Source: an optimization exercise on an open RTL-to-GDS flow (aim: small area, a short achievable clock period and few clock cycles per item). Production flows keep margins and buffers that such runs may drop.
In this exercise RTL edits were held to simulation tests only and were not proved equivalent to the original.
No activity file was given, so power comes from the tool's default toggle rates.

$ cat flow/constraint.sdc
create_clock -name core_clock -period 9.0 [get_ports {i_clk}]
set_input_delay 1.8000 -clock core_clock [delete_from_list [all_inputs] [get_ports {i_clk}]]
set_output_delay 1.8000 -clock core_clock [all_outputs]
set_load 0.01 [all_outputs]
$ cat flow/run.sh
#!/bin/bash
# synth_recipe.tcl (not shown) runs the flow's synth.tcl, then flattens the netlist and writes it again
# the make line also repeats each setting of config.mk as NAME=value (left out here)
make -C /OpenROAD-flow-scripts/flow DESIGN_CONFIG=/design/flow/config.mk WORK_HOME=/design/flow/orfs CLKGATE_MAP_FILE= SYNTH_SCRIPT=/design/flow/synth_recipe.tcl finish
$ cat flow/design.v
`default_nettype none
package plle_pkg;
    localparam int POOL_DEPTH  = 64;
    localparam int VALUE_WIDTH = 32;
    localparam int IDX_W       = 7;
    localparam logic [2:0] CMD_CLEAR = 3'd0;
    localparam logic [2:0] CMD_HEAD  = 3'd1;
    localparam logic [2:0] CMD_TAIL  = 3'd2;
    localparam logic [2:0] CMD_POS   = 3'd3;
    localparam logic [2:0] CMD_REM   = 3'd4;
    localparam logic [2:0] CMD_DUMP  = 3'd5;
    localparam logic [1:0] ST_OK    = 2'd0;
    localparam logic [1:0] ST_FULL  = 2'd1;
    localparam logic [1:0] ST_EMPTY = 2'd2;
    localparam logic [1:0] ST_RANGE = 2'd3;
endpackage
`default_nettype wire
`default_nettype none
module plle_front (
    input  wire         i_clk,
    input  wire         i_rst_n,
    input  wire         i_in_valid,
    output logic        o_in_ready,
    input  wire  [2:0]  i_command,
    input  wire  [31:0] i_value,
    input  wire  [6:0]  i_position,
    output logic        o_q_valid,
    input  wire         i_q_take,
    input  wire         i_q_take_next,
    output logic [5:0]  o_q_cmd,
    output logic [31:0] o_q_val,
    output logic [6:0]  o_q_pos
);
    logic load, n_valid, r_rdy;
    assign o_in_ready = r_rdy;
    assign load       = i_in_valid && r_rdy;
    assign n_valid    = !i_rst_n ? 1'b0 :
                        r_rdy ? (i_in_valid && (i_command <= plle_pkg::CMD_DUMP)) : o_q_valid;
    always_ff @(posedge i_clk) begin
        o_q_valid <= n_valid;
        r_rdy     <= !n_valid || i_q_take_next;
    end
    always_ff @(posedge i_clk) begin
        if (load) begin
            o_q_cmd <= 6'b1 << i_command;
            o_q_val <= i_value;
            o_q_pos <= i_position;
        end
    end
endmodule
`default_nettype wire
`default_nettype none
module plle_slot (
    input  wire         i_clk,
    input  wire         i_new_n,
    input  wire         i_prev,
    input  wire         i_next,
    input  wire  [32:0] i_self,
    input  wire  [32:0] i_newv_n,
    input  wire  [32:0] i_left,
    input  wire  [32:0] i_right,
    output logic [32:0] o_q
);
    logic hold;
    assign hold = i_new_n && !i_prev && !i_next;
    always_ff @(posedge i_clk) begin
        o_q <= ~(~(({33{hold}} & i_self) | ({33{i_prev}} & i_left) | ({33{i_next}} & i_right)) &
                 (i_newv_n | {33{i_new_n}}));
    end
endmodule
module plle_back (
    input  wire                  i_clk,
    input  wire                  i_rst_n,
    input  wire                  i_q_valid,
    output logic                 o_q_take,
    output logic                 o_q_take_next,
    input  wire  [5:0]           i_q_cmd,
    input  wire  [31:0]          i_q_val,
    input  wire  [6:0]           i_q_pos,
    output logic                 o_out_valid,
    input  wire                  i_out_ready,
    output logic signed [31:0]   o_item_value,
    output logic                 o_last,
    output logic                 o_empty_res,
    output logic [1:0]           o_status
);
    localparam int N = plle_pkg::POOL_DEPTH;
    logic [N-1:0][32:0] sl;      
    logic [N-1:0][32:0] base;    
    logic [N-1:0] r_lent;
    logic [6:0]  r_len, r_alloc, r_dcnt;
    logic        r_dump;
    logic        e_valid;
    logic [5:0]  e_cmd;
    logic [31:0] e_val;
    logic [6:0]  e_pos;
    logic [N-1:0] e_post;
    logic        r_ov, r_sv;
    logic [35:0] r_od, r_sd;
    logic c_clear, c_head, c_tail, c_pos, c_rem, c_dump;
    logic ins_arr, n_evalid, n_dump, n_sv;
    logic exec, e_load, dstep, dfirst, full, pos_bad, ins_go, ok_ins, found, len0;
    logic [N-1:0] lt, post, match, ge_m, lent1;
    logic [31:0] newv;
    logic        newm;
    logic        res_valid;
    logic [35:0] res_data;
    logic [1:0]  ins_st;
    assign {c_dump, c_rem, c_pos, c_tail, c_head, c_clear} = e_cmd;
    assign exec     = e_valid && !r_dump && !r_sv;
    assign e_load   = !e_valid || exec;
    assign o_q_take = e_load;
    assign len0    = !r_lent[0];
    assign full    = r_alloc[6];
    assign pos_bad = (e_pos == 7'd0) || ({1'b0, e_pos} > {1'b0, r_len} + 8'd1);
    assign ins_st  = full ? plle_pkg::ST_FULL :
                     (c_pos && pos_bad) ? plle_pkg::ST_RANGE : plle_pkg::ST_OK;
    assign ok_ins  = !full && !(c_pos && pos_bad);
    assign ins_go  = exec && (c_head || c_tail || c_pos) && ok_ins;
    assign ins_arr = exec && (c_head || c_tail || c_pos) && !full && !(c_pos && e_pos == 7'd0);
    assign dfirst  = exec && c_dump && !len0;
    assign dstep   = dfirst || (r_dump && !r_sv);
    genvar i, k;
    generate
        for (i = 0; i < N; i++) begin : g_dec
            assign post[i]  = i_q_cmd[3] && (8'(i) < {1'b0, i_q_pos} - 8'd1) && (i_q_pos != 7'd0);
            assign lent1[i] = (i == N - 1) ? 1'b0 : r_lent[(i == N - 1) ? i : i+1];
            assign lt[i]    = (r_dump || c_dump) ? lent1[i] :
                              c_tail ? r_lent[i] : e_post[i];
            assign match[i] = r_lent[i] && sl[i][32];
        end
    endgenerate
    logic [N-1:0] pf [0:6];
    assign pf[0] = match;
    generate
        for (k = 0; k < 6; k++) begin : g_pf
            for (i = 0; i < N; i++) begin : g_b
                if ((i >> k) & 1)
                    assign pf[k+1][i] = pf[k][i] | pf[k][((i >> k) << k) - 1];
                else
                    assign pf[k+1][i] = pf[k][i];
            end
        end
    endgenerate
    assign ge_m  = pf[6];
    assign found = ge_m[N-1];
    assign newv = (r_dump || c_dump) ? sl[0][31:0] : e_val;
    assign newm = e_load ? (newv == i_q_val) : (newv == e_val);
    generate
        for (i = 0; i < N; i++) begin : g_slot
            logic s_new, s_prev, s_next, ltm1;
            assign base[i] = {e_load ? (sl[i][31:0] == i_q_val) : sl[i][32], sl[i][31:0]};
            assign ltm1    = (i == 0) ? 1'b1 : lt[(i == 0) ? 0 : i-1];
            assign s_new   = (ins_arr || dstep) && !lt[i] && ltm1;
            assign s_prev  = ins_arr && !ltm1;
            assign s_next  = (exec && c_rem && ge_m[i]) || (dstep && lt[i]);
            plle_slot u_slot (
                .i_clk(i_clk), .i_new_n(!s_new), .i_prev(s_prev), .i_next(s_next),
                .i_self(base[i]),
                .i_newv_n(~{newm, newv}),
                .i_left((i == 0) ? 33'd0 : base[(i == 0) ? 0 : i-1]),
                .i_right((i == N - 1) ? 33'd0 : base[(i == N - 1) ? i : i+1]),
                .o_q(sl[i])
            );
        end
    endgenerate
    always_comb begin
        res_valid = exec || dstep;
        res_data  = {32'd0, 1'b1, 1'b0, plle_pkg::ST_OK};
        if (dstep) begin
            res_data = {sl[0][31:0], (r_dump ? (r_dcnt == 7'd1) : (r_len == 7'd1)),
                        1'b0, plle_pkg::ST_OK};
        end else if (c_head || c_tail || c_pos) begin
            res_data[1:0] = ins_st;
        end else if (c_rem) begin
            res_data[1:0] = found ? plle_pkg::ST_OK : plle_pkg::ST_EMPTY;
        end else if (c_dump) begin
            res_data[2]   = 1'b1;
            res_data[1:0] = plle_pkg::ST_EMPTY;
        end
    end
    always_ff @(posedge i_clk) begin
        if (!i_rst_n) begin
            r_len   <= 7'd0;
            r_lent  <= '0;
            r_alloc <= 7'd0;
            r_dcnt  <= 7'd0;
        end else begin
            if (exec && c_clear) begin
                r_len   <= 7'd0;
                r_lent  <= '0;
                r_alloc <= 7'd0;
            end else if (ins_go) begin
                r_len   <= r_len + 7'd1;
                r_lent  <= {r_lent[N-2:0], 1'b1};
                r_alloc <= r_alloc + 7'd1;
            end else if (exec && c_rem && found) begin
                r_len   <= r_len - 7'd1;
                r_lent  <= {1'b0, r_lent[N-1:1]};
            end
            if (dfirst)     r_dcnt <= r_len - 7'd1;
            else if (dstep) r_dcnt <= r_dcnt - 7'd1;
        end
    end
    assign n_evalid = !i_rst_n ? 1'b0 : e_load ? i_q_valid : e_valid;
    assign n_dump   = !i_rst_n ? 1'b0 : dfirst ? (r_len != 7'd1) :
                      dstep ? (r_dcnt != 7'd1) : r_dump;
    assign n_sv     = !i_rst_n ? 1'b0 : (!r_ov || i_out_ready) ? 1'b0 :
                      res_valid ? 1'b1 : r_sv;
    assign o_q_take_next = !n_evalid || (!n_dump && !n_sv);
    always_ff @(posedge i_clk) begin
        e_valid <= n_evalid;
        r_dump  <= n_dump;
        r_sv    <= n_sv;
    end
    always_ff @(posedge i_clk) begin
        if (e_load) begin
            e_cmd <= i_q_cmd;
            e_val <= i_q_val;
            e_pos <= i_q_pos;
            e_post <= post;
        end
    end
    always_ff @(posedge i_clk) begin
        if (!i_rst_n)                 r_ov <= 1'b0;
        else if (!r_ov || i_out_ready) r_ov <= r_sv || res_valid;
    end
    always_ff @(posedge i_clk) begin
        if (!r_ov || i_out_ready) r_od <= r_sv ? r_sd : res_data;
        else if (res_valid)       r_sd <= res_data;
    end
    assign o_out_valid  = r_ov;
    assign o_item_value = r_od[35:4];
    assign o_last       = r_od[3];
    assign o_empty_res  = r_od[2];
    assign o_status     = r_od[1:0];
endmodule
`default_nettype wire
`default_nettype none
module pool_linked_list_engine_unit (
    input  wire                 i_clk,
    input  wire                 i_rst_n,
    input  wire                 i_in_valid,
    output logic                o_in_ready,
    input  wire  [2:0]          i_command,
    input  wire  signed [31:0]  i_value,
    input  wire  [6:0]          i_position,
    output logic                o_out_valid,
    input  wire                 i_out_ready,
    output logic signed [31:0]  o_item_value,
    output logic                o_last,
    output logic                o_empty_res,
    output logic [1:0]          o_status
);
    logic        q_valid, q_take, q_take_next;
    logic [5:0]  q_cmd;
    logic [31:0] q_val;
    logic [6:0]  q_pos;
    plle_front u_front (
        .i_clk(i_clk), .i_rst_n(i_rst_n),
        .i_in_valid(i_in_valid), .o_in_ready(o_in_ready),
        .i_command(i_command), .i_value(i_value), .i_position(i_position),
        .o_q_valid(q_valid), .i_q_take(q_take), .i_q_take_next(q_take_next),
        .o_q_cmd(q_cmd), .o_q_val(q_val), .o_q_pos(q_pos)
    );
    plle_back u_back (
        .i_clk(i_clk), .i_rst_n(i_rst_n),
        .i_q_valid(q_valid), .o_q_take(q_take), .o_q_take_next(q_take_next),
        .i_q_cmd(q_cmd), .i_q_val(q_val), .i_q_pos(q_pos),
        .o_out_valid(o_out_valid), .i_out_ready(i_out_ready),
        .o_item_value(o_item_value), .o_last(o_last),
        .o_empty_res(o_empty_res), .o_status(o_status)
    );
endmodule
`default_nettype wire
$ cat flow/config.mk
export PLATFORM = sky130hd
export DESIGN_NAME = pool_linked_list_engine_unit
export DESIGN_NICKNAME = pool_linked_list_engine_unit
export VERILOG_FILES = /design/flow/design.v
export SDC_FILE = /design/flow/constraint.sdc
export NUM_CORES = 4
export LEC_CHECK = 0
export ABC_CLOCK_PERIOD_IN_PS = 3500
export CAP_MARGIN = 20
export CORE_MARGIN = 2
export CORE_UTILIZATION = 35
export PLACE_DENSITY = 0.55
export SETUP_SLACK_MARGIN = 5
export SLEW_MARGIN = 20
export SYNTH_HIERARCHICAL = 1
export SYNTH_MINIMUM_KEEP_SIZE = 0
==> results of run 1 <==
[placed cells by master, fill, tap and decap left out, types with 51 or more instances in the layout]
cell type / Yosys / routed
a21o_1: 67 / 67
a21oi_1: 121 / 121
a221o_1: 2112 / 2112
a31oi_1: 75 / 75
buf_4: 130 / 434
clkbuf_1: 539 / 51
clkbuf_16: 0 / 294
clkbuf_8: 0 / 64
clkdlybuf4s50_1: 0 / 83
conb_1: 1 / 67
dfxtp_1: 2203 / 2202
edfxtp_1: 226 / 226
mux2i_1: 120 / 88
nand2_1: 305 / 299
nand3_1: 97 / 97
nand4_1: 197 / 197
nor2_1: 150 / 101
nor3b_4: 64 / 69
nor4_1: 450 / 445
o21ai_0: 135 / 120
o2bb2ai_1: 2112 / 2112
xnor2_1: 346 / 346
xor2_1: 1758 / 1758
[modules after synthesis, one instance, submodules excluded, excerpt]
| module | copies in the design | flip-flops and latches | cells | area, um2 |
|---|---|---|---|---|
| plle_slot | 64 | 33 | 115 | 1400 |
| plle_front | 1 | 47 | 59 | 1480 |
| plle_back | 1 | 270 | 4843 | 39500 |
[power breakdown]
group / total (mW) / leakage [nW] / internal (mW) / switching (mW)
clock network: 12.1 / 4.71 / 7.07 / 5.04
logic: 4.94 / 27.1 / 2.38 / 2.56
registers: 15.6 / 20.4 / 12.6 / 2.99
total: 32.7 / 52.2 / 22.1 / 10.6
[path summary, 6_finish.rpt]
check,start,to,slack (ns),depth (start not counted)
min reg2reg,u_front.o_q_cmd[2]$_SDFFCE_PP0P_,u_back.e_cmd[2]$_DFFE_PN_,0.42,0
min,u_front.o_q_cmd[2]$_SDFFCE_PP0P_,u_back.e_cmd[2]$_DFFE_PN_,0.42,0
max,u_front.o_q_val[2]$_DFFE_PP_,u_back.g_slot[39].u_slot.o_q[32]$_DFF_P_,4.94,8
max reg2reg,u_front.o_q_val[2]$_DFFE_PP_,u_back.g_slot[39].u_slot.o_q[32]$_DFF_P_,4.94,8
[cell families after synthesis]
group / share of synthesized area
adder cells (fa/ha/maj): 0.00144
AO/OA/AOI/OAI: 0.333
flip-flops: 0.391
XOR/XNOR: 0.141
other: 0.0000288
multiplexers: 0.00956
buffers and inverters: 0.0602
AND/OR/NAND/NOR: 0.0642
[area by class of cell]
cell class              count  area share
inverters                  28    0.000831
flip-flops and latches   2429       0.352
diodes                     15    0.000260
clock inverters            99     0.00758
well taps                4972      0.0430
repair buffers            563      0.0331
multi-input cells        8533       0.505
clock buffers             409      0.0583
[flip-flops by register name, summed over array words and instances (netlist names), 7 cells and up]
| signal | flops |
|---|---|
| u_back.g_slot.u_slot.o_q | 2112 |
| u_back.e_post | 64 |
| u_back.r_lent | 64 |
| u_back.r_od | 36 |
| u_back.r_sd | 36 |
| u_back.e_val | 32 |
| u_front.o_q_val | 32 |
| u_back.e_pos | 7 |
| u_back.r_alloc | 7 |
| u_back.r_dcnt | 7 |
| u_back.r_len | 7 |
| u_front.o_q_pos | 7 |
[critical path: cells and delay by family (launching register included)]
family	cells	cell delay, ns
buf+inv	2	1.52
xor+xnor	1	0.15
compound gates	3	0.85
simple gates	2	1.13
flops	1	0.32
[what timing repair did]
| action | 4_1_cts | 5_1_grt |
|---|---|---|
| setup buffers | 18 | 37 |
| gates cloned | 7 | 3 |
| pin swaps | 11 | 15 |
| gates resized for setup | 34 | 29 |
| endpoints found under the setup margin | 2079 | 904 |
[routing by layer]
layer,global-route usage,routed length (um),vias up,share of wire
li1,-,-,48825,-
met1,0.373,234000,58957,0.41
met2,0.449,255000,6815,0.45
met3,0.0467,47000,1562,0.082
met4,0.161,36700,6,0.064
met5,0,38,-,0.000066
==> flow_summary.toml, run 1 <==
[floorplanning]
die_area_um2 = 377000
core_area_um2 = 371000
core.rowCount = 224
num_io_pins = 84
fp.dieW_um = 614
die_h_um = 614
start_util = 0.351

[sta]
fin_setup_tns_ns = 0
worstMarginPinSlew_ns = 1.24
slew_violations = 0
finalCritPeriodShare = 0.451
whs_ns = 0.416
rsz0062_at_grt = "false"
setup_ws_ns = 4.94
setup_viol = 0
relSlewSlack = 0.153
finClkSkew_ns = 0.0680
hold_viol = 0
fmax_mhz = 246
post-route-min-period_ns = 4.06

[route]
wl_per_cell_um = 33.6
drtIter0Drc = 14869
routed_wl_mm = 573
via_per_inst = 6.81
ant_nets = 0
drcViolationCount = 0
vias = 116165
first_pass_iters = 8

[synthesis]
yosysTopAreaCell = "dfxtp_1"
synth_cells = 12262
synth_commonest_cells = "2203 x dfxtp_1, 2112 x a221o_1, 2112 x o2bb2ai_1, 1758 x xor2_1, 539 x clkbuf_1"
ys_warn_count = 10
synth-edff-count = 226
ys.flop_type = "dfxtp_1"
yosysMostFrequentCell = "dfxtp_1"
syn_area_per_cell_um2 = 10.6
yosysTopAreaCellShare = 0.338
async_flop_share = 0
synth.distinct_cells = 75
ys_top_cells_by_area = "dfxtp_1 34%, a221o_1 16%, o2bb2ai_1 14%"
synth_area_um2 = 130000
ys_seq_area_frac = 0.391
ys_ff_latch = 2429

[grt]
grt.overflow.total = 0
antenna_found_initial = 17
grt_util_all_layers = 0.286
grt_pass1_wl_mm = 827
grt_start_max_net_pins = 94
grt_pass1_vias = 112585

[placement]
gp_congestion = 0.916
dp.cells = 16460
dp_slack_ns = 4.01
port_buffers = 83
dp_hpwl_mm = 387
postPlaceCellArea_um2 = 134000

[clock_tree]
cts_tree = "done"
clk_latency_ns = 0.97
clkTransAtPathRegs_ns = 0.06
cts.path.max_buffers = 4
cts.sinks = 2429
cts_buffers = 284
hold_buffers = 0
cts_max_level = 5
clockRootBuffer = "clkbuf_16"

[layout]
drive_gt1_frac = 0.0992
stdcell_area_um2 = 145000
multi_input_area_um2 = 73000
post-route-util = 0.389
area_growth_pct = 10.9
nNetsFinal = 11900
fin_cells = 17048
seq_area_um2 = 50900
num-fill-cells = 36186

[worst_setup_path]
crit_slowest_cell = "buf_4"
path_max_fanout = 38
cp-end-kind = "register"
cp_cell_sequence = "buf_4 > buf_6 > xor2_1 > nor4_1 > nand4_1 > o31ai_1 > o2bb2ai_1 > a221o_1"
critical_path_class = "reg -> reg"
start_kind = "register"
worst-endpoint-arrival_ns = 4.93
slowest_delay_ns = 0.85
crit_required_ns = 9.87

[run_status]
status = "timing/DRC/antenna clean"

[job]
cap_violations = 0

[pwr]
fin_total_pwr_mw = 32.7
power_density_nw_per_um2 = 226
p_leak_nw = 52.2
vdd_drop_max_mv = 0.141

[min_path]
hp-class = "reg -> reg"
Testbench counts, summed over its fixed seeds: cycles 16,195, commands 5,600.
==> inputs of run 2 (changes only) <==
--- a/flow/design.v
+++ b/flow/design.v
@@ -89,7 +89,7 @@
     logic [N-1:0][32:0] base;    
     logic [N-1:0] r_lent;
     logic [6:0]  r_len, r_alloc, r_dcnt;
-    logic        r_dump;
+    logic        r_dump, r_free;
     logic        e_valid;
     logic [5:0]  e_cmd;
     logic [31:0] e_val;
@@ -102,13 +102,13 @@
     logic exec, e_load, dstep, dfirst, full, pos_bad, ins_go, ok_ins, found, len0;
     logic [N-1:0] lt, post, match, ge_m, lent1;
     logic [31:0] newv;
-    logic        newm;
+    logic        newm, cmp0, eq_fe, dsel;
     logic        res_valid;
     logic [35:0] res_data;
     logic [1:0]  ins_st;
     assign {c_dump, c_rem, c_pos, c_tail, c_head, c_clear} = e_cmd;
-    assign exec     = e_valid && !r_dump && !r_sv;
-    assign e_load   = !e_valid || exec;
+    assign exec     = e_valid && r_free;
+    assign e_load   = !e_valid || r_free;
     assign o_q_take = e_load;
     assign len0    = !r_lent[0];
     assign full    = r_alloc[6];
@@ -144,12 +144,19 @@
     endgenerate
     assign ge_m  = pf[6];
     assign found = ge_m[N-1];
-    assign newv = (r_dump || c_dump) ? sl[0][31:0] : e_val;
-    assign newm = e_load ? (newv == i_q_val) : (newv == e_val);
+    assign newv = dsel ? sl[0][31:0] : e_val;
+    assign cmp0  = (sl[0][31:0] == i_q_val);
+    assign eq_fe = (e_val == i_q_val);
+    assign dsel  = r_dump || c_dump;
+    assign newm  = e_load ? (dsel ? cmp0 : eq_fe) : (dsel ? sl[0][32] : 1'b1);
     generate
         for (i = 0; i < N; i++) begin : g_slot
             logic s_new, s_prev, s_next, ltm1;
-            assign base[i] = {e_load ? (sl[i][31:0] == i_q_val) : sl[i][32], sl[i][31:0]};
+            if (i == 0) begin : g_b0
+                assign base[i] = {e_load ? cmp0 : sl[i][32], sl[i][31:0]};
+            end else begin : g_bi
+                assign base[i] = {e_load ? (sl[i][31:0] == i_q_val) : sl[i][32], sl[i][31:0]};
+            end
             assign ltm1    = (i == 0) ? 1'b1 : lt[(i == 0) ? 0 : i-1];
             assign s_new   = (ins_arr || dstep) && !lt[i] && ltm1;
             assign s_prev  = ins_arr && !ltm1;
@@ -212,6 +219,7 @@
         e_valid <= n_evalid;
         r_dump  <= n_dump;
         r_sv    <= n_sv;
+        r_free  <= !n_dump && !n_sv;
     end
     always_ff @(posedge i_clk) begin
         if (e_load) begin
--- a/flow/config.mk
+++ b/flow/config.mk
@@ -5,11 +5,10 @@
 export SDC_FILE = /design/flow/constraint.sdc
 export NUM_CORES = 4
 export LEC_CHECK = 0
-export ABC_CLOCK_PERIOD_IN_PS = 3500
 export CAP_MARGIN = 20
 export CORE_MARGIN = 2
-export CORE_UTILIZATION = 35
-export PLACE_DENSITY = 0.55
+export CORE_UTILIZATION = 50
+export PLACE_DENSITY = 0.65
 export SETUP_SLACK_MARGIN = 5
 export SLEW_MARGIN = 20
 export SYNTH_HIERARCHICAL = 1
==> run 2 against run 1 <==
Global-route usage up 9.8 points. Still clean on timing, DRC and antenna. Non-clock buffer count is 9 lower. Largest cell class unchanged. Clock skew down 0.020 ns. Clock-buffer cell count is 7 higher. Total power grew 32%. Final area fell by 1.8%. Combinational power up 100%. Wire length is 7.3% lower. Critical endpoint is now u_back.g_slot[19].u_slot.o_q[32]$_DFF_P_.
==> flow_summary.toml, run 2 <==
[layout]
num-fill-cells = 22505
area_growth_pct = 9.24
largest_register_ffs = 2112
seq_area_um2 = 50900
final_cell_mix = "2203 x dfxtp_1, 2114 x o2bb2ai_1, 2113 x a221o_1"
final_common_cell = "dfxtp_1"
nNetsFinal = 11867
stdcell_area_um2 = 142000
fin_cells = 15415
reg.largest.list = "u_back.g_slot.u_slot.o_q: 2112 flops, u_back.e_post: 64 flops, u_back.r_lent: 64 flops"
drive_gt1_frac = 0.0978
multi_input_area_um2 = 72700
top_register = "u_back.g_slot.u_slot.o_q"

[clock_tree]
cts.sinks = 2430
clockRootBuffer = "clkbuf_16"
cts_max_level = 5
clk_latency_ns = 0.87
cts.path.max_buffers = 4
cts_buffers = 278
clkTransAtPathRegs_ns = 0.06
cts_tree = "done"

[grt]
grt_pass1_wl_mm = 780
grt_util_all_layers = 0.384
grt_pass1_vias = 112660
grt_start_max_net_pins = 127
antenna_found_initial = 7
grt.overflow.total = 0

[pwr]
clockPowerShare = 0.266
comb_power_share = 0.230
swShare = 0.373
p_seq_frac = 0.503
vdd_drop_max_mv = 0.179
power.internal_mw = 27.0
power_density_nw_per_um2 = 304
p_switching_mw = 16.1
p_leak_nw = 49.0

[worst_setup_path]
crit_required_ns = 9.80
worst-endpoint-arrival_ns = 4.88
critical_path_class = "reg -> reg"
cp-end-kind = "register"
worst-r2r-setup-slack_ns = 4.92
start_kind = "register"
path_max_fanout = 37

[synthesis]
yosysTopAreaCellShare = 0.340
ys_seq_area_frac = 0.392
syn_area_per_cell_um2 = 10.6
synth_area_um2 = 130000
synth-edff-count = 226
yosysTopAreaCell = "dfxtp_1"
ys_ff_latch = 2430
ys_warn_count = 10
ys_top_cells_by_area = "dfxtp_1 34%, a221o_1 16%, o2bb2ai_1 14%"
async_flop_share = 0
synth.distinct_cells = 69
synth_commonest_cells = "2204 x dfxtp_1, 2114 x o2bb2ai_1, 2113 x a221o_1, 1087 x xnor2_1, 1006 x xor2_1"
yosysMostFrequentCell = "dfxtp_1"
synth_cells = 12226
ys.flop_type = "dfxtp_1"

[sta]
whs_ns = 0.421
rsz0062_at_grt = "true"
setup_viol = 0
hold_viol = 0
worstMarginPinSlew_ns = 1.14
fmax_mhz = 245
post-route-min-period_ns = 4.08
fin_setup_tns_ns = 0
relSlewSlack = 0.240
finClkSkew_ns = 0.0480
setup_ws_ns = 4.92
finalCritPeriodShare = 0.453
slew_violations = 0

[placement]
gp_congestion = 0.949
dp.cells = 14853
dp_hpwl_mm = 358
postPlaceCellArea_um2 = 132000
dp_slack_ns = 3.72
port_buffers = 83

[route]
drtIter0Drc = 16972
via_per_inst = 7.59
wl_per_cell_um = 34.5
routed_wl_mm = 531
first_pass_iters = 8
ant_nets = 0
drcViolationCount = 0
vias = 117049

[run_status]
status = "timing/DRC/antenna clean"

[floorplanning]
core.rowCount = 187
die_h_um = 514
start_util = 0.502
core_area_um2 = 259000
die_area_um2 = 264000
num_io_pins = 84
fp.dieW_um = 514

[job]
cap_violations = 0

[min_path]
hp-class = "reg -> reg"
==> run 2: final timing paths <==
kind	endpoint	startpoint	cells past startpoint
worst max-delay path	u_back.g_slot[19].u_slot.o_q[32]$_DFF_P_	u_front.o_q_val[27]$_DFFE_PP_	11
worst min-delay path	u_back.e_cmd[4]$_DFFE_PN_	u_front.o_q_cmd[4]$_SDFFCE_PN0P_	0
worst max register to register	u_back.g_slot[19].u_slot.o_q[32]$_DFF_P_	u_front.o_q_val[27]$_DFFE_PP_	11
worst min register to register	u_back.e_cmd[4]$_DFFE_PN_	u_front.o_q_cmd[4]$_SDFFCE_PN0P_	0
==> run 2: layout make-up <==
cell class	count	area share
Antenna cell	5	0.0000882
Clock buffer	416	0.0581
Clock inverter	66	0.00518
Inverter	29	0.000855
Multi-Input combinational cell	8513	0.512
Sequential cell	2430	0.359
Tap cell	3402	0.0300
Timing Repair Buffer	554	0.0349
==> run 2: stage by stage <==
step / total power, mW / util
floorplan: 26.2 / -
global placement: 30.7 / 0.508
detailed placement: 31.0 / 0.510
CTS: 42.4 / 0.546
global route: 44.3 / 0.548
finish: 43.1 / 0.548
==> run 2: what timing repair did <==
item / 4_1_cts / 5_1_grt
hold buffers: 0 / 0
setup endpoints to repair: 2066 / 804
pin swaps: 14 / 7
buffers inserted: 27 / 36
cloned: 12 / 0
resized for setup: 30 / 18
==> run 2: kinds of logic after synthesis <==
kind of cell             Yosys count  share of synthesized area
adder cells (fa/ha/maj)           15                    0.00144
AND/OR/NAND/NOR                 1554                     0.0703
other                              1                  0.0000289
buffers and inverters           1361                     0.0599
XOR/XNOR                        2093                      0.141
AO/OA/AOI/OAI                   4638                      0.325
flip-flops                      2430                      0.392
multiplexers                     134                     0.0107
==> run 2: worst max-delay path: stages, from the launching register on <==
cell and delay (ns):
edfxtp_1 0.62, buf_6 0.46, buf_6 0.52, xnor2_1 0.21
nand4_1 0.20, nor4_1 0.31, nand2_1 0.25, o21ai_0 0.36
o32ai_4 0.17, buf_4 0.39, o2bb2ai_1 0.28, a221o_1 0.13
==> run 2: Yosys stat by module (local to each module, per instance), excerpt <==
module / area [um2] / cells / flip-flops and latches
plle_front: 1480 / 59 / 47
plle_slot: 1400 / 115 / 33
plle_back: 39100 / 4807 / 271
==> run 2: power groups by stage <==
| stage | Sequential (mW) | Clock (mW) | Combinational (mW) |
|---|---|---|---|
| 3_3_place_gp | 21.3 | 0 | 9.35 |
| 5_1_grt | 21.8 | 11.9 | 10.5 |
| 2_1_floorplan | 18.7 | 0 | 7.53 |
| 6_report | 21.7 | 11.5 | 9.93 |
| 3_5_place_dp | 21.4 | 0 | 9.66 |
| 4_1_cts | 21.2 | 11.5 | 9.71 |
==> run 2: routing by layer <==
layer	part of all wire	routed length [um]	vias to the layer above	GRT usage
li1	-	-	48562	-
met1	0.38	204000	58222	0.491
met5	0.000053	28	-	0
met4	0.080	42400	6	0.265
met2	0.44	233000	8195	0.588
met3	0.097	51700	2064	0.0690
Testbench counts of run 2, summed over its fixed seeds: cycles 16,195, commands 5,600.
==> inputs of run 3 (changes only) <==
==> flow/flow/run.sh (new file) <==
#!/bin/bash
set -euo pipefail
bash standard.sh SETUP_SLACK_MARGIN=5.6 finish > standard_flow.log 2>&1
==> flow/standard.sh (new file) <==
#!/bin/bash
# synth_recipe.tcl (not shown) runs the flow's synth.tcl, then flattens the netlist and writes it again
# the make line also repeats each setting of config.mk as NAME=value (left out here)
make -C /OpenROAD-flow-scripts/flow DESIGN_CONFIG=/design/flow/config.mk WORK_HOME=/design/flow/orfs CLKGATE_MAP_FILE= SYNTH_SCRIPT=/design/flow/synth_recipe.tcl "${@:-finish}"
--- a/flow/config.mk
+++ b/flow/config.mk
@@ -9,7 +9,6 @@
 export CORE_MARGIN = 2
 export CORE_UTILIZATION = 50
 export PLACE_DENSITY = 0.65
-export SETUP_SLACK_MARGIN = 5
 export SLEW_MARGIN = 20
 export SYNTH_HIERARCHICAL = 1
 export SYNTH_MINIMUM_KEEP_SIZE = 0
removed: flow/run.sh
==> run 3 against run 2 <==
Still clean. Setup slack improved by 0.53 ns. Largest cell class unchanged. Clock skew is 0.0080 ns higher. Die area unchanged. Combinational power hardly changed.
==> flow_summary.toml, run 3 <==
[pwr]
power_density_nw_per_um2 = 300
vdd_drop_max_mv = 0.281
power.internal_mw = 26.8
swShare = 0.375
comb_power_share = 0.235
p_switching_mw = 16.1
clockPowerShare = 0.262
p_leak_nw = 49.8
p_seq_frac = 0.503

[floorplanning]
core.rowCount = 187
num_io_pins = 84
die_h_um = 514
die_area_um2 = 264000
fp.dieW_um = 514
core_area_um2 = 259000
start_util = 0.502

[route]
vias = 117662
first_pass_iters = 9
top_layer_used = "met5"
via_per_inst = 7.60
drtIter0Drc = 17266
routed_wl_mm = 534
wirelength_met1_mm = 203
wl_per_cell_um = 34.5
drcViolationCount = 0
met2_length_mm = 233
met3_length_mm = 55.6
ant_nets = 0

[clock_tree]
hold_buffers = 0
clockRootBuffer = "clkbuf_16"
cts_tree = "done"
clkTransAtPathRegs_ns = 0.07
clk_latency_ns = 0.89
cts.sinks = 2430
cts_buffers = 275
cts.path.max_buffers = 4
cts_max_level = 5

[worst_setup_path]
path_max_fanout = 7
crit_required_ns = 9.62
worst-endpoint-arrival_ns = 4.16
critical_path_class = "reg -> reg"
start_kind = "register"
cp-end-kind = "register"

[sta]
setup_viol = 0
hold_viol = 0
setup_ws_ns = 5.46
rsz0062_at_grt = "true"
fin_setup_tns_ns = 0
relSlewSlack = 0.300
fmax_mhz = 282
finalCritPeriodShare = 0.394
finClkSkew_ns = 0.0560
post-route-min-period_ns = 3.54
worstMarginPinSlew_ns = 1.04
slew_violations = 0

[synthesis]
ys.flop_type = "dfxtp_1"
synth_cells = 12226
yosysMostFrequentCell = "dfxtp_1"
synth_simple_gate_area_frac = 0.0703
synth_compound_area_frac = 0.325
yosys.area_share.xor_xnor = 0.141
synthAdderAreaFrac = 0.00144
synthMuxAreaShare = 0.0107
ys_top_cells_by_area = "dfxtp_1 34%, a221o_1 16%, o2bb2ai_1 14%"
ys_seq_area_frac = 0.392
syn_area_per_cell_um2 = 10.6
synth.distinct_cells = 69
synth_top_family_by_area = "compound AO/OA/AOI/OAI gates"
yosysTopAreaCellShare = 0.340
async_flop_share = 0
ys_warn_count = 10
synth_area_um2 = 130000
yosysTopAreaCell = "dfxtp_1"
ys_ff_latch = 2430
synth-edff-count = 226
synth_commonest_cells = "2204 x dfxtp_1, 2114 x o2bb2ai_1, 2113 x a221o_1, 1087 x xnor2_1, 1006 x xor2_1"

[layout]
num-fill-cells = 22215
final_common_cell = "dfxtp_1"
reg.largest.list = "u_back.g_slot.u_slot.o_q: 2112 flops, u_back.e_post: 64 flops, u_back.r_lent: 64 flops"
nNetsFinal = 11952
largest_register_ffs = 2112
top_register = "u_back.g_slot.u_slot.o_q"
area_growth_pct = 10.4
final_cell_mix = "2193 x dfxtp_1, 2114 x o2bb2ai_1, 2113 x a221o_1"
drive_gt1_frac = 0.107
fin_cells = 15488

[placement]
port_buffers = 83
dp.cells = 14865
dp_slack_ns = 4.12
gp_congestion = 0.966
dp_hpwl_mm = 356

[run_status]
status = "timing/DRC/antenna clean"

[grt]
grt_pass1_wl_mm = 780
grt_util_all_layers = 0.383
grt_pass1_vias = 112335
antenna_found_initial = 12
grt.overflow.total = 0
grt_start_max_net_pins = 100

[min_path]
hp-class = "reg -> reg"

[job]
cap_violations = 0
==> run 3: cell counts after synthesis <==
Identical to the previous run, type by type.
==> run 3: through the flow <==
| stage | power [mW] | utilization | area (um2) | hold WS (ns) |
|---|---|---|---|---|
| finish | 43.0 | 0.554 | 143000 | 0.418 |
| detailed placement | 31.0 | 0.509 | 132000 | 0.412 |
| floorplan | 26.2 | - | 131000 | 0.400 |
| global placement | 30.7 | 0.508 | 132000 | 0.403 |
| CTS | 42.2 | 0.549 | 142000 | 0.420 |
| global route | 44.1 | 0.554 | 143000 | 0.435 |
==> run 3: per-layer routing <==
| metal | vias up | GRT usage |
|---|---|---|
| met2 | 8535 | 0.585 |
| met5 | - | 0 |
| met1 | 58261 | 0.485 |
| met3 | 2135 | 0.0826 |
| met4 | 12 | 0.255 |
| li1 | 48719 | - |
==> run 3: area by class of cell <==
| cell class | instances | area, um2 | share of cell area |
|---|---|---|---|
| multi-input cells | 8508 | 72900 | 0.508 |
| flip-flops and latches | 2430 | 50900 | 0.355 |
| clock buffers | 391 | 7860 | 0.0548 |
| repair buffers | 647 | 6480 | 0.0452 |
| well taps | 3402 | 4260 | 0.0297 |
| clock inverters | 79 | 853 | 0.00595 |
| inverters | 29 | 118 | 0.000820 |
| diodes | 2 | 5.00 | 0.0000349 |
==> run 3: power by group through the flow <==
| stage | Sequential, mW | Combinational, mW | Clock [mW] |
|---|---|---|---|
| CTS | 21.1 | 9.83 | 11.3 |
| global route | 21.7 | 10.7 | 11.7 |
| global placement | 21.3 | 9.44 | 0 |
| detailed placement | 21.3 | 9.72 | 0 |
| floorplan | 18.7 | 7.54 | 0 |
| finish | 21.6 | 10.1 | 11.3 |
==> run 3: worst max-delay path: stages, from the launching register on <==
cell	delay (ns)
dfxtp_2	0.40
ha_2	0.24
nand3_1	0.16
nor2_1	0.17
xnor2_1	0.12
ha_1	0.35
and3_1	0.21
o2111ai_1	0.18
a211oi_4	0.42
buf_4	0.19
nor2_1	0.04
nor2_1	0.08
o21ai_0	0.17
o31ai_4	0.56
==> run 3: kinds of logic (layout without fill, tap and decap cells) <==
logic type                 Yosys count  in the layout
AOI/OAI and AO/OA                 4638           4638
xor gates and xnor gates          2093           2093
adders and majority gates           15             15
buffers and inverters             1361           1146
DFF                               2430           2430
muxes                              134            135
other                                1             69
and+or+nand+nor                   1554           1560
==> run 3: what timing repair did <==
item | 4_1_cts | 5_1_grt
setup buffers | 78 | 50
pin swaps | 34 | 23
resized for setup | 223 | 132
endpoints found under the setup margin | 2272 | 1691
cloned | 11 | 12
==> run 3: per-module statistics from Yosys, one instance, submodules excluded, excerpt <==
module	area, um2	flip-flops and latches
plle_back	39100	271
plle_front	1480	47
plle_slot	1400	33
==> run 3: final timing paths <==
check        slack (ns)                   endpoint  cells after the start                              from
min                0.42  u_back.e_cmd[5]$_DFFE_PN_                      0  u_front.o_q_cmd[5]$_SDFFCE_PN0P_
min reg2reg        0.42  u_back.e_cmd[5]$_DFFE_PN_                      0  u_front.o_q_cmd[5]$_SDFFCE_PN0P_
max reg2reg        5.46   u_back.r_od[1]$_DFFE_PP_                     13      u_back.r_len[0]$_SDFFE_PP0P_
max                5.46   u_back.r_od[1]$_DFFE_PP_                     13      u_back.r_len[0]$_SDFFE_PP0P_
==> inputs of run 4 (changes only) <==
--- a/flow/design.v
+++ b/flow/design.v
@@ -112,7 +112,7 @@
     assign o_q_take = e_load;
     assign len0    = !r_lent[0];
     assign full    = r_alloc[6];
-    assign pos_bad = (e_pos == 7'd0) || ({1'b0, e_pos} > {1'b0, r_len} + 8'd1);
+    assign pos_bad = (e_pos == 7'd0) || |(e_post & ~r_lent);
     assign ins_st  = full ? plle_pkg::ST_FULL :
                      (c_pos && pos_bad) ? plle_pkg::ST_RANGE : plle_pkg::ST_OK;
     assign ok_ins  = !full && !(c_pos && pos_bad);
@@ -143,7 +143,7 @@
         end
     endgenerate
     assign ge_m  = pf[6];
-    assign found = ge_m[N-1];
+    assign found = |match;
     assign newv = dsel ? sl[0][31:0] : e_val;
     assign cmp0  = (sl[0][31:0] == i_q_val);
     assign eq_fe = (e_val == i_q_val);
==> flow/flow/run.sh (replaced) <==
#!/bin/bash
set -euo pipefail
bash standard.sh SETUP_SLACK_MARGIN=5.8 finish > standard_flow.log 2>&1
==> run 4 against run 3 <==
Setup slack better by 0.13 ns. Global-route usage up 1.4 points. Largest cell class unchanged. Largest power group unchanged. Critical path depth down 4. Worst hold slack better by 0.0044 ns.
==> flow_summary.toml, run 4 <==
[run_status]
status = "timing/DRC/antenna clean"

[grt]
grt_start_max_net_pins = 115
grt_pass1_wl_mm = 800
grt_pass1_vias = 113583
antenna_found_initial = 10
grt_util_all_layers = 0.397
grt.overflow.total = 0

[floorplanning]
die_h_um = 515
fp.dieW_um = 515
start_util = 0.502
num_io_pins = 84
core.rowCount = 187
core_area_um2 = 259000
die_area_um2 = 265000

[route]
first_pass_iters = 12
drtIter0Drc = 19414
vias = 120773
drcViolationCount = 0
via_per_inst = 7.63
routed_wl_mm = 567
wl_per_cell_um = 35.9
ant_nets = 0

[sta]
worstMarginPinSlew_ns = 1.26
post-route-min-period_ns = 3.42
fin_setup_tns_ns = 0
fmax_mhz = 293
setup_viol = 0
finClkSkew_ns = 0.0610
finalCritPeriodShare = 0.379
relSlewSlack = 0.140
whs_ns = 0.422
hold_viol = 0
slew_violations = 0
rsz0062_at_grt = "true"

[clock_tree]
clk_latency_ns = 0.90
clockRootBuffer = "clkbuf_16"
cts_max_level = 5
clkTransAtPathRegs_ns = 0.06
cts_tree = "done"
cts.sinks = 2430
cts_buffers = 280
cts.path.max_buffers = 4

[synthesis]
async_flop_share = 0
syn_area_per_cell_um2 = 10.7
ys_seq_area_frac = 0.391
ys.flop_type = "dfxtp_1"
ys_warn_count = 10
yosysMostFrequentCell = "dfxtp_1"
synth_area_um2 = 130000
synth.distinct_cells = 75
ys_ff_latch = 2430
synth_commonest_cells = "2204 x dfxtp_1, 2113 x a221o_1, 2112 x o2bb2ai_1, 1134 x xnor2_1, 966 x xor2_1"
yosysTopAreaCellShare = 0.339
synth-edff-count = 226
ys_top_cells_by_area = "dfxtp_1 34%, a221o_1 16%, o2bb2ai_1 14%"
yosysTopAreaCell = "dfxtp_1"
synth_cells = 12222

[layout]
area_growth_pct = 15.8
seq_area_um2 = 51000
top_register = "u_back.g_slot.u_slot.o_q"
drive_gt1_frac = 0.143
reg.largest.list = "u_back.g_slot.u_slot.o_q: 2112 flops, u_back.e_post: 64 flops, u_back.r_lent: 64 flops"
largest_register_ffs = 2112
fin_cells = 15820
nNetsFinal = 12258
final_cell_mix = "2184 x dfxtp_1, 2113 x a221o_1, 2103 x o2bb2ai_1"
multi_input_area_um2 = 73900
num-fill-cells = 21557
final_common_cell = "dfxtp_1"

[pwr]
p_leak_nw = 53.7
vdd_drop_max_mv = 0.191
power_density_nw_per_um2 = 295
fin_total_pwr_mw = 44.6

[worst_setup_path]
worst-endpoint-arrival_ns = 4.18
cp-end-kind = "register"
cp_cell_sequence = "inv_1 > o22ai_1 > a221oi_2 > nand4_1 > buf_4 > o41a_1 > nor2_1 > nor3_1 > mux2_2"
path_max_fanout = 7
crit_slowest_cell = "nor3_1"
r2r_cells = 9
start_kind = "register"
critical_path_class = "reg -> reg"
crit_required_ns = 9.76
slowest_delay_ns = 0.81

[placement]
gp_congestion = 1.01
port_buffers = 83
dp.cells = 14860
dp_hpwl_mm = 357

[min_path]
min_path_cells = 0
hp-class = "reg -> reg"

[job]
cap_violations = 0
## run 4: cell count changes after synthesis, sizes merged, moves of 25 or more
cell    delta
a211oi    +71
and2      +25
inv       +49
mux2i     +36
nand2     -80
nand3    -180
nor2      +74
nor2b     -48
xnor2     +47
xor2      -40
## run 4: metal layers
metal,wire length [um],track usage,part of all wire
met1,214000,0.510,0.38
met2,241000,0.595,0.43
met3,66500,0.0930,0.12
met4,45600,0.259,0.080
met5,167,0,0.00029
## run 4: logic make-up after synthesis
logic type / count (synthesis) / share of synthesized area
mux: 169 / 0.0133
simple gates: 1369 / 0.0630
xor+xnor: 2100 / 0.141
compound gates: 4737 / 0.329
fa+ha+maj: 9 / 0.000864
other cells: 1 / 0.0000288
flops: 2430 / 0.391
buf+inv: 1407 / 0.0617
## run 4: power breakdown
group / switching [mW] / internal (mW)
clock network: 4.93 / 6.91
registers: 6.90 / 15.0
logic: 4.97 / 5.86
total: 16.8 / 27.8
## run 4: modules after synthesis (local to each module, per instance), excerpt
| module | cells | times used |
|---|---|---|
| plle_front | 59 | 1 |
| plle_slot | 115 | 64 |
| plle_back | 4803 | 1 |
## run 4: area by class of cell
cell class / count / area share
diodes: 5 / 0.0000829
clock buffers: 390 / 0.0532
clock inverters: 102 / 0.00820
inverters: 78 / 0.00202
multi-input cells: 8464 / 0.490
flip-flops and latches: 2430 / 0.338
well taps: 3402 / 0.0282
repair buffers: 949 / 0.0808
## run 4: per-stage QoR
step                      instance area, um2  setup WS [ns]  utilization
after floorplan                       131000           5.36            -
after global placement                132000           3.66        0.508
after detailed placement              132000           3.53        0.510
after CTS                             147000           5.64        0.566
after global routing                  151000           5.58        0.582
final                                 151000           5.58        0.582
## run 4: worst paths after layout
kind	start	endpoint	slack, ns
max	u_back.e_post[41]$_DFFE_PN_	u_back.r_od[0]$_DFFE_PP_	5.58
min	u_front.o_q_cmd[0]$_SDFFCE_PP0P_	u_back.e_cmd[0]$_DFFE_PN_	0.42
max reg2reg	u_back.e_post[41]$_DFFE_PN_	u_back.r_od[0]$_DFFE_PP_	5.58
min reg2reg	u_front.o_q_cmd[0]$_SDFFCE_PP0P_	u_back.e_cmd[0]$_DFFE_PN_	0.42
## run 4: critical path, delay by kind of cell (launching register included)
kind	cells	cell delay, ns
buffers and inverters	2	0.24
AO/OA/AOI/OAI	3	1.14
AND/OR/NAND/NOR	3	1.05
multiplexers	1	0.31
flip-flops	1	0.53
## run 4: timing repair
item / 4_1_cts / 5_1_grt
resized for setup: 662 / 375
hold buffers: 0 / 0
cloned: 70 / 70
setup endpoints to repair: 2304 / 2071
pin swaps: 64 / 60
buffers inserted: 214 / 109
Testbench counts of run 4, summed over its fixed seeds: cycles 16,195, commands 5,600.
==> inputs of run 5 (changes only) <==
--- a/flow/design.v
+++ b/flow/design.v
@@ -93,7 +93,7 @@
     logic        e_valid;
     logic [5:0]  e_cmd;
     logic [31:0] e_val;
-    logic [6:0]  e_pos;
+    logic        e_pos0;    
     logic [N-1:0] e_post;
     logic        r_ov, r_sv;
     logic [35:0] r_od, r_sd;
@@ -112,12 +112,12 @@
     assign o_q_take = e_load;
     assign len0    = !r_lent[0];
     assign full    = r_alloc[6];
-    assign pos_bad = (e_pos == 7'd0) || |(e_post & ~r_lent);
+    assign pos_bad = e_pos0 || |(e_post & ~r_lent);
     assign ins_st  = full ? plle_pkg::ST_FULL :
                      (c_pos && pos_bad) ? plle_pkg::ST_RANGE : plle_pkg::ST_OK;
     assign ok_ins  = !full && !(c_pos && pos_bad);
     assign ins_go  = exec && (c_head || c_tail || c_pos) && ok_ins;
-    assign ins_arr = exec && (c_head || c_tail || c_pos) && !full && !(c_pos && e_pos == 7'd0);
+    assign ins_arr = exec && (c_head || c_tail || c_pos) && !full && !(c_pos && e_pos0);
     assign dfirst  = exec && c_dump && !len0;
     assign dstep   = dfirst || (r_dump && !r_sv);
     genvar i, k;
@@ -225,7 +225,7 @@
         if (e_load) begin
             e_cmd <= i_q_cmd;
             e_val <= i_q_val;
-            e_pos <= i_q_pos;
+            e_pos0 <= (i_q_pos == 7'd0);
             e_post <= post;
         end
     end
==> flow/flow/run.sh (replaced) <==
#!/bin/bash
set -euo pipefail
bash standard.sh SETUP_SLACK_MARGIN=5.5 finish > standard_flow.log 2>&1
--- a/flow/config.mk
+++ b/flow/config.mk
@@ -8,6 +8,8 @@
 export CAP_MARGIN = 20
 export CORE_MARGIN = 2
 export CORE_UTILIZATION = 50
+export CTS_CLUSTER_DIAMETER = 80
+export CTS_CLUSTER_SIZE = 25
 export PLACE_DENSITY = 0.65
 export SLEW_MARGIN = 20
 export SYNTH_HIERARCHICAL = 1
==> run 5 against run 4 <==
Still clean on timing, DRC and antenna. Critical path type unchanged. Synthesized cell count down 0.20%. Largest power group unchanged. Maximum frequency down 6.4%. Clock power down 36%. Worst hold slack better by 0.019 ns. Total power down 9.7%.
==> flow_summary.toml, run 5 <==
[sta]
finalCritPeriodShare = 0.405
fmax_mhz = 274
rsz0062_at_grt = "true"
worstMarginPinSlew_ns = 1.13
hold_viol = 0
finClkSkew_ns = 0.0489
setup_viol = 0
whs_ns = 0.441
slew_violations = 0
setup_ws_ns = 5.35
post-route-min-period_ns = 3.65
relSlewSlack = 0.247
fin_setup_tns_ns = 0

[pwr]
p_seq_frac = 0.555
p_switching_mw = 16.2
power_density_nw_per_um2 = 288
swShare = 0.401
vdd_drop_max_mv = 0.231
comb_power_share = 0.257
clockPowerShare = 0.188
power.internal_mw = 24.1
p_leak_nw = 47.8
fin_total_pwr_mw = 40.3

[floorplanning]
core_area_um2 = 259000
fp.dieW_um = 514
core.rowCount = 187
start_util = 0.502
num_io_pins = 84
die_h_um = 514
die_area_um2 = 264000

[grt]
grt_pass1_wl_mm = 795
top_usage_layer = "met2"
grt_start_max_net_pins = 112
grt_pass1_vias = 112557
grt.met2_usage = 0.616
antenna_found_initial = 17
use_met1 = 0.492
grt.overflow.total = 0
grt_util_all_layers = 0.395
use_met3 = 0.0918

[layout]
largest_register_ffs = 2112
nNetsFinal = 11792
reg.largest.list = "u_back.g_slot.u_slot.o_q: 2112 flops, u_back.e_post: 64 flops, u_back.r_lent: 64 flops"
post-route-util = 0.540
drive_gt1_frac = 0.0967
final_common_cell = "dfxtp_1"
top_register = "u_back.g_slot.u_slot.o_q"
area_growth_pct = 7.49
num-fill-cells = 22854
final_cell_mix = "2196 x dfxtp_1, 2114 x a221o_1, 2112 x o2bb2ai_1"

[run_status]
status = "timing/DRC/antenna clean"

[synthesis]
ys.flop_type = "dfxtp_1"
ys_ff_latch = 2424
ys_seq_area_frac = 0.390
ys_top_cells_by_area = "dfxtp_1 34%, a221o_1 16%, o2bb2ai_1 14%"
synth_cells = 12197
yosysTopAreaCell = "dfxtp_1"
syn_area_per_cell_um2 = 10.7
yosysMostFrequentCell = "dfxtp_1"
synth_commonest_cells = "2204 x dfxtp_1, 2114 x a221o_1, 2112 x o2bb2ai_1, 1109 x xnor2_1, 986 x xor2_1"
synth_area_um2 = 130000
synth-edff-count = 220
yosysTopAreaCellShare = 0.339
synth.distinct_cells = 75
async_flop_share = 0
ys_warn_count = 10

[route]
drcViolationCount = 0
via_per_inst = 7.69
vias = 117303
ant_nets = 0
routed_wl_mm = 549
drtIter0Drc = 17349
wl_per_cell_um = 36.0
first_pass_iters = 8

[clock_tree]
cts_max_level = 4
cts_buffers = 134
clk_latency_ns = 0.86
cts_tree = "done"
cts.sinks = 2424
clockRootBuffer = "clkbuf_16"
cts.path.max_buffers = 3
clkTransAtPathRegs_ns = 0.10
hold_buffers = 0

[placement]
gp_congestion = 0.986
dp_hpwl_mm = 360
dp_slack_ns = 4.09
port_buffers = 83

[worst_setup_path]
start_kind = "register"
critical_path_class = "reg -> reg"
crit_required_ns = 9.81
worst-r2r-setup-slack_ns = 5.35
path_max_fanout = 36
r2r_cells = 11
worst-endpoint-arrival_ns = 4.46
cp-end-kind = "register"

[min_path]
min_path_cells = 0
hp-class = "reg -> reg"

[job]
cap_violations = 0
==> run 5: power groups by stage <==
stage	Combinational (mW)	Sequential, mW	Clock, mW
3_3_place_gp	9.61	22.0	0
3_5_place_dp	9.89	22.0	0
6_report	10.3	22.3	7.58
4_1_cts	10.0	21.8	7.57
5_1_grt	11.0	22.4	7.93
2_1_floorplan	7.84	19.0	0
==> run 5: what timing repair did <==
action,CTS,global route
cloned,21,14
buffers inserted,101,49
setup endpoints to repair,2258,1497
pin swaps,45,20
hold endpoints to repair,0,0
gates resized for setup,180,111
==> run 5: cell families (layout without fill, tap and decap cells) <==
group           count (synthesis)  in the layout  share of synthesized area
mux                           188            189                     0.0148
other cells                     1             72                  0.0000288
fa+ha+maj                       8              8                   0.000769
compound gates               4728           4729                      0.330
buf+inv                      1395            951                     0.0609
simple gates                 1358           1375                     0.0630
flops                        2424           2424                      0.390
xor+xnor                     2095           2095                      0.141
==> run 5: modules after synthesis, one instance, submodules excluded, a selection <==
module,flip-flops and latches,cells inside,cell area [um2]
plle_slot,33,115,1400
plle_back,265,4778,39300
plle_front,47,59,1480
==> run 5: worst paths after layout <==
kind / endpoint / startpoint
max: u_back.g_slot[46].u_slot.o_q[32]$_DFF_P_ / u_front.o_q_val[15]$_DFFE_PP_
min: u_back.e_cmd[4]$_DFFE_PN_ / u_front.o_q_cmd[4]$_SDFFCE_PN0P_
max reg2reg: u_back.g_slot[46].u_slot.o_q[32]$_DFF_P_ / u_front.o_q_val[15]$_DFFE_PP_
min reg2reg: u_back.e_cmd[4]$_DFFE_PN_ / u_front.o_q_cmd[4]$_SDFFCE_PN0P_
==> run 5: final cells by class <==
type,count,area (um2),area share
repair buffers,656,6600,0.0472
inverters,59,231,0.00165
diodes,5,12.5,0.0000894
flip-flops and latches,2424,50700,0.363
clock buffers,156,3600,0.0257
clock inverters,80,1020,0.00732
multi-input cells,8463,73400,0.525
well taps,3402,4260,0.0304
==> run 5: critical path: stages (launching register included) <==
cell and delay (ns):
edfxtp_1 0.37, buf_6 0.41, buf_6 0.41, xnor2_1 0.18, nand4_1 0.11, nor4_1 0.35, nand2_1 0.21, o21ai_0 0.35
o32ai_4 0.14, buf_4 0.34, o2bb2ai_1 0.47, a221o_1 0.18
==> run 5: layer usage <==
layer  vias to the layer above  wire, um  part of all wire
met3                      2367     58700              0.11
met4                        16     41100             0.075
met1                     58252    205000              0.37
met2                      8379    244000              0.44
met5                         -       105           0.00019
li1                      48289         -                 -
==> run 5: stage by stage <==
stage          instances  cell area (um2)
4_1_cts            15177           139000
3_5_place_dp       14819           132000
3_3_place_gp       14797           132000
5_1_grt            15243           140000
2_1_floorplan      12263           131000
6_report           15245           140000
Testbench counts of run 5, summed over its fixed seeds: cycles 16,195, commands 5,600.
==> inputs of run 6 (changes only) <==
==> flow/flow/run.sh (replaced) <==
#!/bin/bash
set -euo pipefail
bash standard.sh SETUP_SLACK_MARGIN=5.6 finish > standard_flow.log 2>&1
--- a/flow/config.mk
+++ b/flow/config.mk
@@ -8,8 +8,6 @@
 export CAP_MARGIN = 20
 export CORE_MARGIN = 2
 export CORE_UTILIZATION = 50
-export CTS_CLUSTER_DIAMETER = 80
-export CTS_CLUSTER_SIZE = 25
 export PLACE_DENSITY = 0.65
 export SLEW_MARGIN = 20
 export SYNTH_HIERARCHICAL = 1
==> run 6 against run 5 <==
Die area unchanged. Non-clock buffer count rose by 28. Maximum frequency increased by 5.6%. First-iteration DRC count down 2.1%. Critical path type unchanged. Core utilization increased by 1.9 points. Worst hold slack got worse by 0.013 ns. Still clean on timing, DRC and antenna. Cell count increased by 1.8%. Via count is 1.1% higher. Total power rose by 10%. Flip-flop and latch count unchanged.
==> flow_summary.toml, run 6 <==
[run_status]
status = "timing/DRC/antenna clean"

[placement]
dp.cells = 14819
dp_hpwl_mm = 360
postPlaceCellArea_um2 = 132000
port_buffers = 83
gp_congestion = 0.986

[clock_tree]
clk_latency_ns = 0.89
clkTransAtPathRegs_ns = 0.06
clockRootBuffer = "clkbuf_16"
hold_buffers = 0
cts.sinks = 2424
cts.path.max_buffers = 4
cts_tree = "done"
cts_max_level = 5
cts_buffers = 279

[route]
ant_nets = 0
wl_per_cell_um = 35.9
routed_wl_mm = 556
vias = 118645
first_pass_iters = 9
drcViolationCount = 0
via_per_inst = 7.65
drtIter0Drc = 16989

[worst_setup_path]
r2r_cells = 9
path_max_fanout = 25
worst-endpoint-arrival_ns = 4.27
start_kind = "register"
cp-end-kind = "register"
reg2reg_from = "u_front.o_q_val[13]$_DFFE_PP_"
r2r-end = "u_back.g_slot[12].u_slot.o_q[32]$_DFF_P_"
worst-r2r-setup-slack_ns = 5.55
crit_required_ns = 9.81
critical_path_class = "reg -> reg"

[sta]
rsz0062_at_grt = "true"
worstMarginPinSlew_ns = 1.09
slew_violations = 0
fin_setup_tns_ns = 0
finalCritPeriodShare = 0.384
fmax_mhz = 289
setup_viol = 0
finClkSkew_ns = 0.0560
relSlewSlack = 0.271
post-route-min-period_ns = 3.45
hold_viol = 0

[min_path]
hold_start = "u_front.o_q_cmd[4]$_SDFFCE_PN0P_"
min_to = "u_back.e_cmd[4]$_DFFE_PN_"
min_path_cells = 0
hp-class = "reg -> reg"

[floorplanning]
core.rowCount = 187
fp.dieW_um = 514
start_util = 0.502
num_io_pins = 84
core_area_um2 = 259000
die_h_um = 514
die_area_um2 = 264000

[synthesis]
ys_seq_area_frac = 0.390
synth_cells = 12197
yosysTopAreaCellShare = 0.339
synth_area_um2 = 130000
ys_top_cells_by_area = "dfxtp_1 34%, a221o_1 16%, o2bb2ai_1 14%"
synth-edff-count = 220
yosysMostFrequentCell = "dfxtp_1"
syn_area_per_cell_um2 = 10.7
ys_warn_count = 10
synth.distinct_cells = 75
synth_commonest_cells = "2204 x dfxtp_1, 2114 x a221o_1, 2112 x o2bb2ai_1, 1109 x xnor2_1, 986 x xor2_1"
ys.flop_type = "dfxtp_1"
ys_ff_latch = 2424
async_flop_share = 0
yosysTopAreaCell = "dfxtp_1"

[pwr]
comb_power_share = 0.233
power.internal_mw = 27.6
p_leak_nw = 50.2
p_switching_mw = 16.8
swShare = 0.378
vdd_drop_max_mv = 0.179
power_density_nw_per_um2 = 307
p_seq_frac = 0.503
clockPowerShare = 0.264

[layout]
stdcell_area_um2 = 145000
nNetsFinal = 11963
area_growth_pct = 11.3
top_register = "u_back.g_slot.u_slot.o_q"
fin_cells = 15514
largest_register_ffs = 2112
drive_gt1_frac = 0.112
reg.largest.list = "u_back.g_slot.u_slot.o_q: 2112 flops, u_back.e_post: 64 flops, u_back.r_lent: 64 flops"
post-route-util = 0.559
final_common_cell = "dfxtp_1"
final_cell_mix = "2197 x dfxtp_1, 2114 x a221o_1, 2111 x o2bb2ai_1"

[job]
cap_violations = 0

[grt]
grt_pass1_wl_mm = 805
grt.overflow.total = 0
grt_pass1_vias = 114793
grt_start_max_net_pins = 112
grt_util_all_layers = 0.400
antenna_found_initial = 14
## run 6: cell counts after synthesis
No cell type changed its count.
## run 6: how the worst max path moves through the flow
stage	start	end	slack [ns]	cells past startpoint
final	u_front.o_q_val[13]$_DFFE_PP_	u_back.g_slot[12].u_slot.o_q[32]$_DFF_P_	5.55	9
after global routing	u_back.r_free$_DFF_P_	u_back.g_slot[63].u_slot.o_q[15]$_DFF_P_	5.55	10
after CTS	u_back.e_cmd[5]$_DFFE_PN_	u_back.g_slot[63].u_slot.o_q[15]$_DFF_P_	5.38	10
after detailed placement	u_back.e_cmd[2]$_DFFE_PN_	u_back.g_slot[43].u_slot.o_q[12]$_DFF_P_	4.09	11
after global placement	u_back.r_lent[1]$_SDFFE_PP0P_	u_back.g_slot[44].u_slot.o_q[32]$_DFF_P_	3.34	10
after floorplan	u_back.e_cmd[5]$_DFFE_PN_	u_back.g_slot[54].u_slot.o_q[23]$_DFF_P_	4.91	7
## run 6: worst max-delay path, cell delays in order (launching register included)
cell       delay (ns)
edfxtp_1         0.35
buf_4            0.52
buf_6            0.50
xnor2_1          0.18
nand4_1          0.11
nor4_1           0.53
nand4_1          0.29
o21ai_0          0.54
o2bb2ai_1        0.17
a221o_1          0.13
## run 6: timing repair
| action | in CTS | in global routing |
|---|---|---|
| buffers inserted | 121 | 51 |
| hold endpoints to repair | 0 | 0 |
| endpoints found under the setup margin | 2318 | 1567 |
| cloned | 26 | 13 |
| resized for setup | 241 | 126 |
| pin swaps | 51 | 27 |
## run 6: area by class of cell
class	count	area (um2)
fill	22414	114000
multi-input combinational	8461	73400
sequential	2424	50700
clock buffer	406	8120
timing repair buffer	684	7010
tap	3402	4260
clock inverter	74	1000
inverter	59	231
antenna	4	10.0
## run 6: logic make-up (layout without fill, tap and decap cells)
family                   after synthesis  after routing  synth area share
AO/OA/AOI/OAI                       4728           4729             0.330
flip-flops                          2424           2424             0.390
XOR/XNOR                            2095           2095             0.141
buffers and inverters               1395           1223            0.0609
AND/OR/NAND/NOR                     1358           1373            0.0630
multiplexers                         188            189            0.0148
adder cells (fa/ha/maj)                8              8          0.000769
other                                  1             71         0.0000288
## run 6: metal layers
layer / GRT usage / part of all wire / vias to the layer above
met1: 0.493 / 0.37 / 58841
met2: 0.620 / 0.44 / 8512
met3: 0.0972 / 0.11 / 2537
met5: 0.00128 / 0.00014 / -
li1: - / - / 48741
met4: 0.263 / 0.081 / 14
## run 6: stage by stage
step | setup WS, ns | total power, mW | hold WS, ns
floorplan | 4.91 | 26.8 | 0.400
global placement | 3.34 | 31.6 | 0.409
detailed placement | 4.09 | 31.9 | 0.414
CTS | 5.38 | 43.7 | 0.429
global route | 5.55 | 45.6 | 0.442
finish | 5.55 | 44.5 | 0.428
## run 6: modules after synthesis, one instance, submodules excluded, excerpt
module | cells inside | area, um2
plle_slot | 115 | 1400
plle_front | 59 | 1480
plle_back | 4778 | 39300
## run 6: power by group through the flow
stage | logic, mW | clock network (mW) | registers [mW]
final | 10.4 | 11.7 | 22.4
after global routing | 11.0 | 12.1 | 22.4
after CTS | 10.1 | 11.7 | 21.9
after detailed placement | 9.89 | 0 | 22.0
after global placement | 9.61 | 0 | 22.0
after floorplan | 7.84 | 0 | 19.0

==> port drivers added, routing unchanged <==
In the flow no input, the clock included, has a driving cell. The finished layouts below were timed again as built, in two steps. Step 1 sets driving cells, clkbuf_16 on the clock port and buf_2 on the other inputs (assumed; they add their load-dependent delay and slew). Step 2 times the ports against the registers' clock, not the clock port: input delays grow and output delays shrink by t, the midpoint of the rising clock arrivals with the driver on. Slacks: ideal / step 1 / step 2; pairs: ideal / step 1.
run	t, ns	slack for setup (ns)	hold slack, ns	slew at the worst register clock pin (ns)
run 1	1.043	4.941 / 4.929 / 4.734	0.416 / 0.416 / 0.416	0.07 / 0.07
run 2	0.953	4.923 / 4.923 / 4.548	0.421 / 0.421 / 0.421	0.07 / 0.07
run 3	0.972	5.457 / 5.457 / 4.844	0.418 / 0.418 / 0.418	0.07 / 0.07
run 4	0.970	5.585 / 5.582 / 5.018	0.422 / 0.422 / 0.422	0.07 / 0.07
run 5	0.939	5.351 / 5.351 / 5.118	0.441 / 0.441 / 0.441	0.11 / 0.11
run 6	0.962	5.546 / 5.535 / 5.141	0.428 / 0.428 / 0.428	0.07 / 0.07
After both steps every run listed still meets setup and hold. The setup slack of run 3, which loses most, moves by 0.000 ns with the drivers and by -0.613 ns with both steps.
